This is an optimization exercise on Yosys and OpenROAD, whose aim is small area, a short achievable clock period and few clock cycles per item, not a production implementation.

==> flow/design.v <==
module nn_frame_classifier #(
    parameter  int ROW_BITS    = 7,
    parameter  int NUM_ROWS    = 28,
    parameter  int NUM_CLASSES = 10,
    parameter  int CLASS_W     = 4,
    parameter  int FCNT_W      = 8,
    localparam int IMG_BITS    = ROW_BITS * NUM_ROWS,
    localparam int SCORE_W     = $clog2(IMG_BITS + 1)
) (
    input  logic                            clk,
    input  logic                            rst,
    input  logic [ROW_BITS-1:0]             row_in,
    input  logic                            row_valid,
    output logic                            row_ready,
    input  logic                            frame_abort,
    input  logic [NUM_CLASSES*IMG_BITS-1:0] templates,
    output logic                            result_valid,
    input  logic                            result_ack,
    output logic [CLASS_W-1:0]              class_out,
    output logic [SCORE_W-1:0]              class_score,
    output logic                            busy,
    output logic [FCNT_W-1:0]               frame_count
);
    localparam int RC_W = (NUM_ROWS > 1) ? $clog2(NUM_ROWS) : 1;
    localparam logic [RC_W-1:0] LAST_ROW = RC_W'(NUM_ROWS - 1);
    localparam int POP_W = $clog2(ROW_BITS + 1);
    logic                hold;
    logic [RC_W-1:0]     row_cnt;
    logic [SCORE_W-1:0]  acc [NUM_CLASSES];
    logic                row_accept;
    logic [ROW_BITS-1:0] tpl_row [NUM_CLASSES];
    logic [ROW_BITS-1:0] match [NUM_CLASSES];
    logic [POP_W-1:0]    pop [NUM_CLASSES];
    assign row_ready    = !hold && !rst;
    assign result_valid = hold;
    assign busy         = !(row_ready || result_valid);
    assign row_accept = !hold && row_valid && !frame_abort && !rst;
    logic [NUM_ROWS-1:0] row_oh;
    always_comb begin
        for (int r = 0; r < NUM_ROWS; r++) row_oh[r] = (row_cnt == RC_W'(r));
    end
    logic [NUM_ROWS-1:0] tcol [NUM_CLASSES][ROW_BITS];
    always_comb begin
        for (int c = 0; c < NUM_CLASSES; c++) begin
            for (int i = 0; i < ROW_BITS; i++) begin
                for (int r = 0; r < NUM_ROWS; r++) begin
                    tcol[c][i][r] = templates[c*IMG_BITS + r*ROW_BITS + i];
                end
            end
        end
    end
    always_comb begin
        for (int c = 0; c < NUM_CLASSES; c++) begin
            for (int i = 0; i < ROW_BITS; i++) begin
                tpl_row[c][i] = |(tcol[c][i] & row_oh);
            end
            match[c]   = ~(row_in ^ tpl_row[c]);
            pop[c]     = '0;
            for (int i = 0; i < ROW_BITS; i++) begin
                pop[c] = pop[c] + POP_W'(match[c][i]);
            end
        end
    end
    always_ff @(posedge clk) begin
        if (row_accept) begin
            for (int c = 0; c < NUM_CLASSES; c++) begin
                acc[c] <= ((row_cnt == '0) ? SCORE_W'(0) : acc[c]) + SCORE_W'(pop[c]);
            end
        end
    end
    always_ff @(posedge clk) begin
        if (rst) begin
            hold        <= 1'b0;
            row_cnt     <= '0;
            frame_count <= '0;
        end else if (frame_abort) begin
            hold    <= 1'b0;
            row_cnt <= '0;
        end else if (!hold) begin
            if (row_valid) begin
                if (row_cnt == LAST_ROW) begin
                    row_cnt <= '0;
                    hold    <= 1'b1;
                end else begin
                    row_cnt <= row_cnt + RC_W'(1);
                end
            end
        end else if (result_ack) begin
            hold        <= 1'b0;
            frame_count <= frame_count + FCNT_W'(1);
        end
    end
    function automatic logic ge_f(input logic [SCORE_W-1:0] a, input logic [SCORE_W-1:0] b);
        logic r;
        r = 1'b1;
        for (int k = 0; k < SCORE_W; k++) begin
            r = (a[k] & ~b[k]) | (a[k] & r) | (~b[k] & r);
        end
        ge_f = r;
    endfunction
    logic                   ge [NUM_CLASSES][NUM_CLASSES];
    logic [NUM_CLASSES-1:0] win;
    always_comb begin
        for (int a = 0; a < NUM_CLASSES; a++) begin
            for (int b = 0; b < NUM_CLASSES; b++) begin
                ge[a][b] = ge_f(acc[a], acc[b]);
            end
        end
        for (int c = 0; c < NUM_CLASSES; c++) begin
            win[c] = 1'b1;
            for (int j = 0; j < NUM_CLASSES; j++) begin
                if (j < c) win[c] = win[c] & !ge[j][c];
                if (j > c) win[c] = win[c] & ge[c][j];
            end
        end
        class_out   = '0;
        class_score = '0;
        for (int c = 0; c < NUM_CLASSES; c++) begin
            class_out   = class_out   | (win[c] ? CLASS_W'(c) : '0);
            class_score = class_score | (win[c] ? acc[c]      : '0);
        end
    end
endmodule
==> flow/config.mk <==
export PLATFORM = sky130hd
export DESIGN_NAME = nn_frame_classifier
export DESIGN_NICKNAME = nn_frame_classifier
export VERILOG_FILES = /design/flow/design.v
export SDC_FILE = /design/flow/constraint.sdc
export NUM_CORES = 4
export LEC_CHECK = 0
export CAP_MARGIN = 20
export CORE_AREA = 10 10 390 390
export DIE_AREA = 0 0 400 400
export SLEW_MARGIN = 20
==> flow/constraint.sdc <==
create_clock -name core_clock -period 14.0 [get_ports {clk}]
set_input_delay 2.8000 -clock core_clock [delete_from_list [all_inputs] [get_ports {clk}]]
set_output_delay 2.8000 -clock core_clock [all_outputs]
set_load 0.01 [all_outputs]
standard.sh (not shown) runs the stock make flow with config.mk's settings and CLKGATE_MAP_FILE= SYNTH_SCRIPT=/design/flow/synth_recipe.tcl, a recipe that flattens the netlist after the stock synthesis.
==> flow/flow/run.sh <==
#!/bin/bash
# Standard layout, with the smallest buffer on every port, pins one track
# apart on a smaller die, and timing repair aimed at a setup slack well above
# what the 14 ns clock needs, so that the achieved period shrinks. The clock
# and constraints are unchanged.
set -e
export BUFFER_PORTS_ARGS="-buffer_cell sky130_fd_sc_hd__buf_1"
export PLACE_PINS_ARGS="-min_distance 1 -min_distance_in_tracks"
bash standard.sh SETUP_SLACK_MARGIN=8.5 finish > standard.log 2>&1
The baseline failed in global routing (5_1_grt), error GRT-0116.
Then changed:
==> flow/flow/run.sh (replaced) <==
#!/bin/bash
# Standard layout, with the smallest buffer on every port instead of the
# delay cell buffer_ports picks by default.
set -e
export BUFFER_PORTS_ARGS="-buffer_cell sky130_fd_sc_hd__buf_1"
bash standard.sh > standard.log 2>&1
--- a/flow/config.mk
+++ b/flow/config.mk
@@ -9,2 +9,2 @@
-export CORE_AREA = 10 10 390 390
-export DIE_AREA = 0 0 400 400
+export CORE_AREA = 10 10 710 710
+export DIE_AREA = 0 0 720 720
=> With this change the flow finished with timing, DRC and antenna clean; synthesized cell count is unchanged; synthesized area is unchanged.
Function was not checked in any run of this note: the RTL went through the layout flow alone.

what the ideal ports hide:
The results above use ideal ports. As a check the final layout listed here was re-extracted and re-timed, cells and wires unchanged.
Step 1 (the two cells are an assumption about what drives the block):
set clk [get_ports {clk}]
set_driving_cell -lib_cell sky130_fd_sc_hd__clkbuf_16 $clk
set_driving_cell -lib_cell sky130_fd_sc_hd__buf_2 [delete_from_list [all_inputs] $clk]
Step 2 also shifts input and output timing later by t, the mid clock arrival at the registers, as if the neighbouring blocks saw the same clock.
Three values: ideal ports, drivers, drivers and shift; two values: the first two.
run: the second run
t, ns: 0.506
slack for setup (ns): 5.052 / 4.968 / 5.117
slew at the worst register clock pin (ns): 0.10 / 0.10
After both steps the second run still meets setup and hold. For the second run, drivers alone change the setup slack by -0.084 ns; drivers and shift together by +0.065 ns.
